Background: an optimization exercise with open tools, aiming at small area and a short achievable clock period. Do not read the settings as production practice.
In this exercise RTL edits were held to simulation tests only and were not proved equivalent to the original.
No activity file was given, so power comes from the tool's default toggle rates.

## run a
==> flow/design.v <==
package pic_pkg;
  localparam logic [24:0] PRIO_HI  = 25'(32'hf00c_0000 >> 7);
  localparam logic [24:0] EN_HI    = 25'(32'hf00c_2000 >> 7);
  localparam logic [24:0] GW_HI    = 25'(32'hf00c_4000 >> 7);
  localparam logic [24:0] CLR_HI   = 25'(32'hf00c_5000 >> 7);
  localparam logic [25:0] PEND_HI  = 26'(32'hf00c_1000 >> 6);
  localparam logic [31:0] PICCFG   = 32'hf00c_3000;
endpackage
module pic_ctrl
(
  input  logic        clk,
  input  logic        rst,
  input  logic [31:0] extintsrc_req,
  input  logic        picm_rden,
  input  logic        picm_wren,
  input  logic [31:0] picm_rdaddr,
  input  logic [31:0] picm_wraddr,
  input  logic [31:0] picm_wr_data,
  input  logic [3:0]  meipt,
  input  logic [3:0]  meicurpl,
  output logic [31:0] picm_rd_data,
  output logic [7:0]  claimid,
  output logic [3:0]  pl,
  output logic        mexintpend,
  output logic        mhwakeup
);
  logic        wk_prio, wk_en, wk_gw, wk_clr, wk_pc;
  logic [3:0]  wlo;    
  logic [7:0]  whi;    
  logic [3:0]  wd;
  logic        cfg_rst;
  logic        priord;
  logic [3:0]  q      [32];
  logic [31:0] en, pol, typ;
  logic [31:0] s1, edgep;
  logic [31:0] cand;
  logic [1:0]  hmax;
  logic [31:0] rd_q;
  logic [4:0]  id_q;
  logic [3:0]  pl_q;
  logic        pend_q, wake_q;
  logic [31:0] wsel;
  logic [3:0]  wq;
  logic        wd0, wd1;
  logic        priord_n, flip;
  logic [3:0]  q_n    [32];
  logic [31:0] en_n, pol_n, typ_n, clr, edge_n, pend_n, elig_n;
  always_comb begin
    for (int n = 0; n < 32; n++) wsel[n] = wlo[n % 4] & whi[n / 4];
  end
  assign wq  = wd ^ {4{priord & ~cfg_rst}};
  assign wd0 = wd[0];
  assign wd1 = wd[1];
  assign priord_n = wk_pc ? wd0 : priord;
  assign flip     = wk_pc & (wd[0] ^ priord);
  always_comb begin
    q_n[0] = '0;
    en_n[0] = 1'b0; pol_n[0] = 1'b0; typ_n[0] = 1'b0; clr[0] = 1'b0;
    for (int n = 1; n < 32; n++) begin
      q_n[n]   = (wk_prio & wsel[n]) ? wq : (q[n] ^ {4{flip}});
      en_n[n]  = (wk_en & wsel[n]) ? wd0 : en[n];
      pol_n[n] = (wk_gw & wsel[n]) ? wd0 : pol[n];
      typ_n[n] = (wk_gw & wsel[n]) ? wd1 : typ[n];
      clr[n]   = wk_clr & wsel[n];
    end
  end
  logic [31:0] edge_w;
  assign edge_w = (s1 ^ pol) | (edgep & ~clr);
  assign edge_n = edge_w & {32{~cfg_rst}};
  assign pend_n = (s1 ^ pol_n) | (edge_w & typ_n);
  assign elig_n = pend_n & en_n;
  logic wvalid;
  assign wvalid = picm_wren & ~rst;
  logic [31:0] rdec;
  logic [3:0]  rq;
  logic        ren, rpol, rtyp;
  logic        rvalid, h_prio, h_en, h_gw, h_pc, h_pend;
  logic [31:0] rsel, rd_n;
  logic        bypass;
  always_comb begin
    for (int n = 0; n < 32; n++) rdec[n] = (picm_rdaddr[6:2] == 5'(n));
  end
  always_comb begin
    rq   = {4{priord_n & rdec[0]}};   
    ren  = 1'b0;
    rpol = 1'b0;
    rtyp = 1'b0;
    for (int n = 1; n < 32; n++) begin
      rq   = rq   | (q_n[n] & {4{rdec[n]}});
      ren  = ren  | (en_n[n] & rdec[n]);
      rpol = rpol | (pol_n[n] & rdec[n]);
      rtyp = rtyp | (typ_n[n] & rdec[n]);
    end
  end
  assign rvalid = picm_rden & ~rst;
  assign h_prio = rvalid & (picm_rdaddr[31:7] == pic_pkg::PRIO_HI);
  assign h_en   = rvalid & (picm_rdaddr[31:7] == pic_pkg::EN_HI);
  assign h_gw   = rvalid & (picm_rdaddr[31:7] == pic_pkg::GW_HI);
  assign h_pc   = rvalid & (picm_rdaddr == pic_pkg::PICCFG);
  assign h_pend = rvalid & ~cfg_rst & (picm_rdaddr[31:6] == pic_pkg::PEND_HI) & (picm_rdaddr[5:2] == 4'd0);
  assign rsel = ({32{h_pend}} & pend_n)
              | {28'b0, {4{h_prio}} & (rq ^ {4{priord_n}})}
              | {31'b0, h_en & ren}
              | {30'b0, h_gw & rtyp, h_gw & rpol}
              | {31'b0, h_pc & priord_n};
  assign bypass = rvalid && picm_wren && (picm_rdaddr == picm_wraddr);
  assign rd_n   = bypass ? picm_wr_data : rsel;
  logic [31:0] xh3, xh2, c, cand_n;
  logic        A3, A2, A1;
  logic [1:0]  hmax_n;
  always_comb begin
    for (int n = 0; n < 32; n++) begin
      xh3[n] = elig_n[n] & q_n[n][3];
      xh2[n] = elig_n[n] & q_n[n][2];
    end
  end
  assign A3 = |(xh3 & xh2);
  assign A2 = |xh3;
  assign A1 = A2 | (|xh2);
  always_comb begin
    for (int n = 0; n < 32; n++)
      c[n] = ((xh3[n] & xh2[n]) | ~A3) & (xh3[n] | ~A2) & (xh3[n] | xh2[n] | ~A1);
  end
  assign cand_n = c & elig_n;
  assign hmax_n = {A2, A3 | (A1 & ~A2)};
  logic [31:0] xl1, xl0, d;
  logic        B3, B2, B1, any;
  logic [3:0]  win_prio;
  logic [4:0]  win_id, enc_id;
  always_comb begin
    for (int n = 0; n < 32; n++) begin
      xl1[n] = cand[n] & q[n][1];
      xl0[n] = cand[n] & q[n][0];
    end
  end
  assign B3 = |(xl1 & xl0);
  assign B2 = |xl1;
  assign B1 = B2 | (|xl0);
  always_comb begin
    for (int n = 0; n < 32; n++)
      d[n] = cand[n] & ((xl1[n] & xl0[n]) | ~B3) & (xl1[n] | ~B2) & (xl1[n] | xl0[n] | ~B1);
  end
  logic [15:0] o1; logic [7:0] o2; logic [3:0] o3; logic [1:0] o4;
  logic [15:0] i1; logic [7:0][1:0] i2; logic [3:0][2:0] i3; logic [1:0][3:0] i4;
  always_comb begin
    for (int k = 0; k < 16; k++) begin o1[k] = d[2*k] | d[2*k+1]; i1[k] = ~d[2*k]; end
    for (int k = 0; k < 8; k++) begin o2[k] = o1[2*k] | o1[2*k+1]; i2[k] = o1[2*k] ? {1'b0, i1[2*k]} : {1'b1, i1[2*k+1]}; end
    for (int k = 0; k < 4; k++) begin o3[k] = o2[2*k] | o2[2*k+1]; i3[k] = o2[2*k] ? {1'b0, i2[2*k]} : {1'b1, i2[2*k+1]}; end
    for (int k = 0; k < 2; k++) begin o4[k] = o3[2*k] | o3[2*k+1]; i4[k] = o3[2*k] ? {1'b0, i3[2*k]} : {1'b1, i3[2*k+1]}; end
    enc_id = o4[0] ? {1'b0, i4[0]} : {1'b1, i4[1]};
  end
  assign win_prio = {hmax, B2, B3 | (B1 & ~B2)};
  assign any      = hmax[1] | hmax[0] | B1;
  assign win_id   = any ? enc_id : 5'd0;
  logic       pord;
  logic [3:0] ipt_eff, curpl_eff;
  assign pord      = priord & ~cfg_rst;
  assign ipt_eff   = meipt ^ {4{pord}};
  assign curpl_eff = meicurpl ^ {4{pord}};
  always_ff @(posedge clk) begin
    cfg_rst <= rst;
    for (int k = 0; k < 4; k++) wlo[k] <= rst | (picm_wraddr[3:2] == 2'(k));
    for (int k = 0; k < 8; k++) whi[k] <= rst | (picm_wraddr[6:4] == 3'(k));
    wd      <= picm_wr_data[3:0] & {4{~rst}};
    wk_prio <= rst | (wvalid & (picm_wraddr[31:7] == pic_pkg::PRIO_HI));
    wk_en   <= rst | (wvalid & (picm_wraddr[31:7] == pic_pkg::EN_HI));
    wk_gw   <= rst | (wvalid & (picm_wraddr[31:7] == pic_pkg::GW_HI));
    wk_clr  <= wvalid & (picm_wraddr[31:7] == pic_pkg::CLR_HI);
    wk_pc   <= rst | (wvalid & (picm_wraddr == pic_pkg::PICCFG));
    priord <= priord_n;
    for (int n = 0; n < 32; n++) q[n] <= q_n[n];
    en     <= en_n;
    pol    <= pol_n;
    typ    <= typ_n;
    edgep  <= edge_n;
    s1     <= {extintsrc_req[31:1], 1'b0};
    cand   <= cand_n;
    hmax   <= hmax_n;
    rd_q   <= rd_n;
  end
  always_ff @(posedge clk) begin
    if (rst | cfg_rst) begin
      id_q   <= '0;
      pl_q   <= '0;
      pend_q <= 1'b0;
      wake_q <= 1'b0;
    end else begin
      id_q   <= win_id;
      pl_q   <= win_prio ^ {4{pord}};
      pend_q <= (win_prio > ipt_eff) && (win_prio > curpl_eff);
      wake_q <= (win_prio == 4'd15);
    end
  end
  assign picm_rd_data = rd_q;
  assign claimid      = {3'b0, id_q};
  assign pl           = pl_q;
  assign mexintpend   = pend_q;
  assign mhwakeup     = wake_q;
endmodule
==> flow/config.mk <==
export PLATFORM = sky130hd
export DESIGN_NAME = pic_ctrl
export DESIGN_NICKNAME = pic_ctrl
export VERILOG_FILES = /design/flow/design.v
export SDC_FILE = /design/flow/constraint.sdc
export NUM_CORES = 4
export LEC_CHECK = 0
export ABC_AREA = 1
export CAP_MARGIN = 20
export CORE_MARGIN = 2
export CORE_UTILIZATION = 60
export CTS_CLUSTER_DIAMETER = 80
export CTS_CLUSTER_SIZE = 24
export SETUP_SLACK_MARGIN = 5
export SLEW_MARGIN = 20
export TNS_END_PERCENT = 5
==> flow/constraint.sdc <==
create_clock -name core_clock -period 8.5 [get_ports {clk}]
set_input_delay 1.7000 -clock core_clock [delete_from_list [all_inputs] [get_ports {clk}]]
set_output_delay 1.7000 -clock core_clock [all_outputs]
set_load 0.01 [all_outputs]
standard.sh (not shown) runs the stock make flow with config.mk's settings and CLKGATE_MAP_FILE= SYNTH_SCRIPT=/design/flow/synth_recipe.tcl, a recipe that flattens the netlist after the stock synthesis.
==> flow/flow/run.sh <==
#!/bin/bash
# Own layout flow: the standard ORFS flow (standard synthesis), with the smallest buffer on
# the ports instead of the delay cell the resizer picks. Every tool's output goes to a log here.
set -euo pipefail
W=$(pwd)
# The flow settings of config.mk also go on make's command line, as in standard.sh.
KNOBS=()
while read -r kw k eq v; do
  case "$k" in
    PLATFORM|DESIGN_NAME|DESIGN_NICKNAME|VERILOG_FILES|SDC_FILE|NUM_CORES|LEC_CHECK) ;;
    *) [[ "$kw" == export && "$eq" == "=" ]] && KNOBS+=("$k=$v") ;;
  esac
done < "$W/config.mk"
echo "knobs: ${KNOBS[*]}" > "$W/knobs.log"
make -C "$FLOW_HOME" DESIGN_CONFIG="$W/config.mk" WORK_HOME="$W/orfs" CLKGATE_MAP_FILE= \
  SYNTH_SCRIPT="$W/synth_recipe.tcl" \
  BUFFER_PORTS_ARGS="-buffer_cell sky130_fd_sc_hd__buf_1" \
  "${KNOBS[@]}" finish > "$W/make.log" 2>&1
R="$W/orfs/results/$FLOW_PLATFORM/pic_ctrl/base"
: # left out here: write the final layout as DEF
Relative to run a, the following input files were edited for run b:
--- a/flow/design.v
+++ b/flow/design.v
@@ -26,9 +26,10 @@
 );
   logic        wk_prio, wk_en, wk_gw, wk_clr, wk_pc;
   logic [3:0]  wlo;    
   logic [7:0]  whi;    
-  logic [3:0]  wd;
+  logic [1:0]  wd;
+  logic [3:0]  wq;     
   logic        cfg_rst;
   logic        priord;
   logic [3:0]  q      [32];
   logic [31:0] en, pol, typ;
@@ -39,17 +40,15 @@
   logic [4:0]  id_q;
   logic [3:0]  pl_q;
   logic        pend_q, wake_q;
   logic [31:0] wsel;
-  logic [3:0]  wq;
   logic        wd0, wd1;
   logic        priord_n, flip;
   logic [3:0]  q_n    [32];
   logic [31:0] en_n, pol_n, typ_n, clr, edge_n, pend_n, elig_n;
   always_comb begin
     for (int n = 0; n < 32; n++) wsel[n] = wlo[n % 4] & whi[n / 4];
   end
-  assign wq  = wd ^ {4{priord & ~cfg_rst}};
   assign wd0 = wd[0];
   assign wd1 = wd[1];
   assign priord_n = wk_pc ? wd0 : priord;
   assign flip     = wk_pc & (wd[0] ^ priord);
@@ -160,9 +159,10 @@
   always_ff @(posedge clk) begin
     cfg_rst <= rst;
     for (int k = 0; k < 4; k++) wlo[k] <= rst | (picm_wraddr[3:2] == 2'(k));
     for (int k = 0; k < 8; k++) whi[k] <= rst | (picm_wraddr[6:4] == 3'(k));
-    wd      <= picm_wr_data[3:0] & {4{~rst}};
+    wd      <= picm_wr_data[1:0] & {2{~rst}};
+    wq      <= (picm_wr_data[3:0] ^ {4{priord_n}}) & {4{~rst}};
     wk_prio <= rst | (wvalid & (picm_wraddr[31:7] == pic_pkg::PRIO_HI));
     wk_en   <= rst | (wvalid & (picm_wraddr[31:7] == pic_pkg::EN_HI));
     wk_gw   <= rst | (wvalid & (picm_wraddr[31:7] == pic_pkg::GW_HI));
     wk_clr  <= wvalid & (picm_wraddr[31:7] == pic_pkg::CLR_HI);
## What came out
For run b and run a, there was not a single run that failed to finish clean.
From run a to run b the numbers moved as follows: number of synthesized register bits rose 2; switching power as a share of total power fell 1.1 points.
Comparing the two runs side by side, run b comes out behind run a on shortest period the worst path allows.
Relative to run a, total power divided by cell area decreased by 4.4 nW/um^2 in run b.
When the final numbers for run b and run a were put side by side, the cell area after layout turned out to be greater in run a.
Delta (run b minus run a): slack of the critical path fell by 0.061 ns, growth of design area from synthesis to finish shows a reduction of 1.1 points, end-of-flow core utilization went down by 0.76 points.

## what the ideal ports hide
The flow's constraints put no driver on any port. The routed layouts listed below were extracted and timed again, unchanged, in two steps.
Step 1 assumes that a clkbuf_16 drives the clock port and a buf_2 every other input.
Step 2 also shifts input and output timing later by t, the mid clock arrival at the registers, as if the neighbouring blocks saw the same clock.
Slacks: ideal ports / drivers / drivers and shift; pairs: ideal ports / drivers.
| run | t (ns) | slack for setup (ns) | hold slack, ns | worst register clock-pin slew, ns |
|---|---|---|---|---|
| run a | 0.615 | 5.009 / 5.042 / 4.426 | 0.496 / 0.496 / 0.496 | 0.10 / 0.10 |
| run b | 0.599 | 4.948 / 4.966 / 4.368 | 0.477 / 0.477 / 0.477 | 0.11 / 0.11 |
After both steps setup and hold are still met in every run listed. The setup slack of run a, which loses most, moves by +0.033 ns with the drivers and by -0.583 ns with both steps.
